Source: an optimization exercise on an open RTL-to-GDS flow (aim: small area and a short achievable clock period). Production flows keep margins and buffers that such runs may drop.
Where RTL was checked, it was by simulation tests only, not by an equivalence proof against the original.
Power is estimated from default activity; no workload was simulated.

== job 104 ==
==> flow/design.v (excerpt) <==
module datapath_cw_sequencer #(
  parameter int unsigned DEPTH       = 16,
  parameter int unsigned HOLD_CYCLES = 2,
  parameter logic [24:0] NOP_CW      = 25'd0
) (
  input  logic        clock,
  input  logic        reset,
  input  logic        push_valid,
  output logic        push_ready,
  input  logic [24:0] push_cw,
  input  logic [63:0] push_const,
  input  logic [1:0]  push_op,
  input  logic        go,
  input  logic [3:0]  status,
  output logic [24:0] ControlWord,
  output logic [63:0] constant,
  output logic        busy,
  output logic        done,
  output logic [15:0] issue_count
);
For scale: roughly 1,600 flip-flops, roughly 59,000 um2 of cells after synthesis.
clock: 5.0 ns
lec_check: 0
cap_margin: 20
core_margin: 2
core_utilization: 60
cts_cluster_diameter: 60
cts_cluster_size: 30
place_density: 0.75
setup_slack_margin: 2.6
slew_margin: 20
run.sh (not shown) runs the stock make flow with config.mk's settings and CLKGATE_MAP_FILE= SYNTH_SCRIPT=/design/flow/synth_recipe.tcl, a recipe that flattens the netlist after the stock synthesis.
Job 104: all stages complete, timing, DRC and antenna checks passed
The following lists how job 103 was set up differently from job 104:
- CORE_UTILIZATION now 40, was 60
- CTS_CLUSTER_DIAMETER no longer set, was 60
- CTS_CLUSTER_SIZE no longer set, was 30
- PLACE_DENSITY now 0.6, was 0.75
## What came out
- Having completed the whole flow, job 103 delivered a layout that passed the timing, design-rule and antenna checks.
- The share of the clock period used by the worst path after layout of job 103 and that of job 104 are within noise of each other.
- Going from job 104 to job 103, the power density over cell area was found to have gone up by about 6%.
- Area: job 103 vs job 104 -> job 103 larger
- met2 global-route usage ended up 15 points lower on job 103 than on job 104.
- Job 103 has sequential portion of the cell area below what job 104 had.
- In the metrics for job 103 and job 104, the one carrying the higher number of search-and-repair iterations in the first detailed-routing pass is job 104.
- After detailed routing, job 104 needs less wire than job 103.
- Relative to job 104, utilization of the core after routing has decreased by 22 points in job 103.
- Taking job 104 over job 103, the peak ir drop on the vdd network ratio works out to 0.831.
- [diff] global-route wire length before repair, job 103 relative to job 104: regression
No run of this note included a check of the RTL's function; only the layout flow was run.

========
Setup of wip/cedar:
The RTL this note starts from:
==> flow/design.v <==
module datapath_cw_sequencer #(
  parameter int unsigned DEPTH       = 16,
  parameter int unsigned HOLD_CYCLES = 2,
  parameter logic [24:0] NOP_CW      = 25'd0
) (
  input  logic        clock,
  input  logic        reset,
  input  logic        push_valid,
  output logic        push_ready,
  input  logic [24:0] push_cw,
  input  logic [63:0] push_const,
  input  logic [1:0]  push_op,
  input  logic        go,
  input  logic [3:0]  status,
  output logic [24:0] ControlWord,
  output logic [63:0] constant,
  output logic        busy,
  output logic        done,
  output logic [15:0] issue_count
);
  localparam int unsigned CW = $clog2(DEPTH + 1);
  localparam int unsigned HW = $clog2(HOLD_CYCLES + 1);
  localparam int unsigned DW = 89;
  localparam logic [1:0] OpNormal = 2'b00;
  localparam logic [1:0] OpHold   = 2'b01;
  localparam logic [1:0] OpSkip   = 2'b10;
  localparam logic [1:0] OpHalt   = 2'b11;
  typedef enum logic [1:0] {StIdle, StRun, StHold, StSkip} state_e;
  logic [DW-1:0] mem_data [DEPTH];
  logic [1:0]    mem_op   [DEPTH];
  logic [DEPTH-1:0] wen_q, wr_oh, rd_oh_q, rd_oh_nx, rd_nx_q;
  logic [CW-1:0]    count_q, count_d, count_inc, count_dec;
  logic             count_is1, count_is15, empty_d, ready_d;
  logic [15:0]      cnt_inc;
  logic             empty_q, ready_q, busy_q;
  logic [1:0]       head_op_q, head_op_d, next_op;
  logic [2:0]       head_sel_q, head_sel_d, next_sel;   
  logic [DEPTH-1:0] wen_d;
  logic             push_en, pop;
  state_e        state_q, state_d;
  logic [24:0]   cw_q, cw_d;
  logic [63:0]   const_q, const_d;
  logic          done_q, done_d;
  logic [15:0]   cnt_q;
  logic [HW-1:0] hcnt_q, hcnt_d;
  logic          issued_q, issue;
  logic [3:0]    status_q;
  logic [2:0]    skip_sel_q, skip_sel_d;
  logic          skip_cond, take;
  logic [DW-1:0] head_data;
  logic [24:0]   head_cw;
  logic [63:0]   head_const;
  assign push_ready = ready_q;
  assign push_en    = push_valid && ready_q;
  assign rd_oh_nx   = {rd_oh_q[DEPTH-2:0], rd_oh_q[DEPTH-1]};
  assign wr_oh      = ready_q ? wen_q : rd_oh_q;
  assign count_inc  = count_q + CW'(1);
  assign count_dec  = count_q - CW'(1);
  assign count_is1  = (count_q == CW'(1));
  assign count_is15 = (count_q == CW'(DEPTH - 1));
  assign cnt_inc    = cnt_q + 16'd1;
  always_comb begin
    head_data = '0;
    next_op   = '0;
    next_sel  = '0;
    for (int i = 0; i < DEPTH; i++) begin
      head_data = head_data | (mem_data[i] & {DW{rd_oh_q[i]}});
      next_op   = next_op   | (mem_op[i]   & {2{rd_nx_q[i]}});
      next_sel  = next_sel  | (mem_data[i][27:25] & {3{rd_nx_q[i]}});
    end
  end
  assign {head_const, head_cw} = head_data;
  logic auto_q, skst_q, skc_q, iss_ok_q, drop;
  logic [3:0] status_d;
  assign skip_cond = skc_q;
  always_comb begin
    state_d    = state_q;
    done_d     = 1'b0;
    hcnt_d     = hcnt_q;
    pop        = 1'b0;
    skip_sel_d = skip_sel_q;
    take  = auto_q | (!busy_q & go) | (skst_q & !skip_cond);
    drop  = skst_q & skip_cond;
    issue = take & iss_ok_q;
    if (take || drop) begin
      if (empty_q) begin
        state_d = StIdle;
        done_d  = 1'b1;
      end else begin
        pop = 1'b1;
        if (drop) begin
          state_d = StRun;
        end else begin
          case (head_op_q)
            OpNormal: begin
              state_d = StRun;
              hcnt_d  = HW'(HOLD_CYCLES);
            end
            OpHold: begin
              state_d = StHold;
              hcnt_d  = HW'(HOLD_CYCLES);
            end
            OpSkip: begin
              state_d    = StSkip;
              skip_sel_d = head_sel_q;
            end
            default: begin  
              state_d = StIdle;
              done_d  = 1'b1;
            end
          endcase
        end
      end
    end else if (state_q == StHold) begin
      hcnt_d = hcnt_q - 1'b1;
    end
    status_d = issued_q ? status : status_q;
    cw_d    = issue ? head_cw : NOP_CW;
    const_d = issue ? head_const : const_q;
    unique case ({push_en, pop})
      2'b10:   count_d = count_inc;
      2'b01:   count_d = count_dec;
      default: count_d = count_q;
    endcase
    empty_d = (push_en == pop) ? empty_q : (pop && count_is1);
    ready_d = (push_en == pop) ? ready_q : (pop || !count_is15);
    if (pop) head_op_d = count_is1 ? push_op : next_op;
    else     head_op_d = empty_q ? push_op : head_op_q;
    if (pop) head_sel_d = count_is1 ? push_const[2:0] : next_sel;
    else     head_sel_d = empty_q ? push_const[2:0] : head_sel_q;
    unique case ({push_en, pop})
      2'b00:   wen_d = wen_q;
      2'b01:   wen_d = wr_oh;
      2'b10:   wen_d = count_is15 ? '0 : {wen_q[DEPTH-2:0], wen_q[DEPTH-1]};
      default: wen_d = {wen_q[DEPTH-2:0], wen_q[DEPTH-1]};
    endcase
  end
  always_ff @(posedge clock) begin
    for (int i = 0; i < DEPTH; i++) begin
      if (wen_q[i]) begin
        mem_data[i] <= {push_const, push_cw};
        mem_op[i]   <= push_op;
      end
    end
  end
  always_ff @(posedge clock) begin
    if (reset) begin
      wen_q      <= DEPTH'(1);
      rd_oh_q    <= DEPTH'(1);
      rd_nx_q    <= DEPTH'(2);
      count_q    <= '0;
      empty_q    <= 1'b1;
      ready_q    <= 1'b1;
      busy_q     <= 1'b0;
      head_op_q  <= '0;
      head_sel_q <= '0;
      state_q    <= StIdle;
      cw_q       <= NOP_CW;
      const_q    <= '0;
      done_q     <= 1'b0;
      cnt_q      <= '0;
      hcnt_q     <= '0;
      issued_q   <= 1'b0;
      status_q   <= '0;
      skip_sel_q <= '0;
      auto_q     <= 1'b0;
      skst_q     <= 1'b0;
      skc_q      <= 1'b0;
      iss_ok_q   <= 1'b0;
    end else begin
      wen_q      <= wen_d;
      if (pop)     rd_oh_q <= rd_oh_nx;
      if (pop)     rd_nx_q <= {rd_nx_q[DEPTH-2:0], rd_nx_q[DEPTH-1]};
      count_q    <= count_d;
      empty_q    <= empty_d;
      ready_q    <= ready_d;
      busy_q     <= (state_d != StIdle);
      head_op_q  <= head_op_d;
      head_sel_q <= head_sel_d;
      state_q    <= state_d;
      cw_q       <= cw_d;
      const_q    <= const_d;
      done_q     <= done_d;
      if (issue) cnt_q <= cnt_inc;
      hcnt_q     <= hcnt_d;
      issued_q   <= issue;
      skip_sel_q <= skip_sel_d;
      status_q   <= status_d;
      auto_q     <= (state_d == StRun) || (state_d == StHold && hcnt_d == '0);
      skst_q     <= (state_d == StSkip);
      skc_q      <= status_d[skip_sel_d[1:0]] ^ skip_sel_d[2];
      iss_ok_q   <= !empty_d && !head_op_d[1];
    end
  end
  assign ControlWord = cw_q;
  assign constant    = const_q;
  assign done        = done_q;
  assign issue_count = cnt_q;
  assign busy        = busy_q;
endmodule
clock: 5.0 ns
lec_check: 0
cap_margin: 20
core_margin: 2
core_utilization: 65
cts_cluster_diameter: 60
cts_cluster_size: 30
place_density: 0.8
setup_slack_margin: 2.9
slew_margin: 20
tns_end_percent: 100
standard.sh (not shown) runs the stock make flow with config.mk's settings and CLKGATE_MAP_FILE= SYNTH_SCRIPT=/design/flow/synth_recipe.tcl, a recipe that flattens the netlist after the stock synthesis.
==> flow/flow/run.sh <==
#!/bin/bash
set -euo pipefail
bash standard.sh MATCH_CELL_FOOTPRINT=0 "BUFFER_PORTS_ARGS=-buffer_cell sky130_fd_sc_hd__buf_2" \
  "CTS_ARGS=-sink_clustering_enable -repair_clock_nets -sink_clustering_size 30 -sink_clustering_max_diameter 60 -dont_use_dummy_load" \
  finish > flow_make.log 2>&1
wip/cedar ended with every stage complete and zero timing, DRC or antenna violations.
Relative to wip/cedar, the following input files were edited for wip/yarrow:
- PLACE_DENSITY: 0.8 -> 0.75
- SETUP_SLACK_MARGIN: 2.9 -> 2.8
- CORE_UTILIZATION: 65 -> 60
## What came out
- wip/yarrow: full flow OK, the timing, design-rule and antenna checks passed
- Compared with wip/cedar, power in wip/yarrow increased slightly.
- The final reports for wip/yarrow and wip/cedar show length in cells of the worst reg-to-reg path higher in the former.
- Summary — clock buffer instance count of the final layout, wip/yarrow relative to wip/cedar: higher, by 13.
- Relative to wip/cedar, layout net count has gone down in wip/yarrow.
- Compared with wip/cedar, wip/yarrow shows a cell area after layout that is about 1% lower.
- For maximum clock insertion buffer count, wip/yarrow and wip/cedar come out practically identical.
- Delta (wip/yarrow minus wip/cedar): total area of multi-input combinational cells fell by about 0.9%; final worst hold slack fell by 0.017 ns; number of diodes fell by 4.
- Slack of the worst reg-to-reg path: wip/yarrow < wip/cedar
- Clock network area share in wip/yarrow is 0.54 points above wip/cedar.
The inputs of wip/violet differ from those of wip/yarrow as listed below.
- CORE_UTILIZATION: 60 -> 65
- PLACE_DENSITY: 0.75 -> 0.8
## What came out
Diff wip/yarrow -> wip/violet | count of clock-buffer cells in the layout | decrease of 15
Of the two values seen for cell at the slowest stage of the critical path, sky130_fd_sc_hd__or3_4 was produced by wip/violet and sky130_fd_sc_hd__dfxtp_4 by wip/yarrow.
In the metrics for wip/yarrow and wip/violet, the one carrying the lower share of power burned in registers is wip/yarrow.
wip/yarrow → wip/violet: overall power consumption lost 2.7%; non-clock buffer count lost about 1.7%.
#### Input delta (wip/xenon over wip/violet)
- SETUP_SLACK_MARGIN changed from 2.8 to 2.7
[summary]
On die area, wip/violet and wip/xenon are basically level.
Comparing wip/violet and wip/xenon, final routed wirelength across all metal layers is higher on wip/violet.
Between wip/violet and wip/xenon, the register clock-pin slew on the reported worst setup and hold paths does not differ in any meaningful way.
Compared wip/xenon vs wip/violet, and setup slack is down in wip/xenon.
From wip/violet to wip/xenon the numbers moved as follows: post-placement cell area neither gained nor lost much; switching part of the total now sits lower; global-route usage fell 0.47 points; buffering overhead now smaller; clock power +4.7%.
A startpoint of the most critical setup path of rd_oh_q[0]$_SDFFE_PP1P_ is what wip/xenon shows, while go belongs to wip/violet.
Data arrival time of the critical path (higher): wip/xenon

## port drivers added, routing unchanged
The flow's constraints put no driver on any port. The routed layouts listed below were extracted and timed again, unchanged, in two steps. Step 1 (the two cells are an assumption about what drives the block):
set clk [get_ports {clock}]
set_driving_cell -lib_cell sky130_fd_sc_hd__clkbuf_16 $clk
set_driving_cell -lib_cell sky130_fd_sc_hd__buf_2 [delete_from_list [all_inputs] $clk]
Step 2 times the ports against the registers' clock, not the clock port: input delays grow and output delays shrink by t, the midpoint of the rising clock arrivals with the driver on. Three values: ideal, step 1, step 2; two values: the first two.
run	t (ns)	setup slack, ns	hold WS [ns]	latest minus earliest clock arrival (ns)
job 104	0.782	1.787 / 1.787 / 1.354	0.489 / 0.489 / 0.489	0.047 / 0.048
job 103	0.854	1.787 / 1.787 / 1.276	0.481 / 0.481 / 0.481	0.037 / 0.038
wip/cedar	0.708	2.734 / 2.684 / 2.059	0.501 / 0.501 / 0.501	0.083 / 0.083
wip/yarrow	0.751	2.752 / 2.679 / 2.067	0.484 / 0.484 / 0.484	0.077 / 0.076
wip/violet	0.714	2.768 / 2.750 / 2.095	0.483 / 0.483 / 0.483	0.080 / 0.080
wip/xenon	0.711	2.682 / 2.645 / 2.061	0.495 / 0.495 / 0.495	0.095 / 0.095
After both steps setup and hold are still met in every run listed. The setup slack of wip/yarrow, which loses most, moves by -0.073 ns with the drivers and by -0.685 ns with both steps.
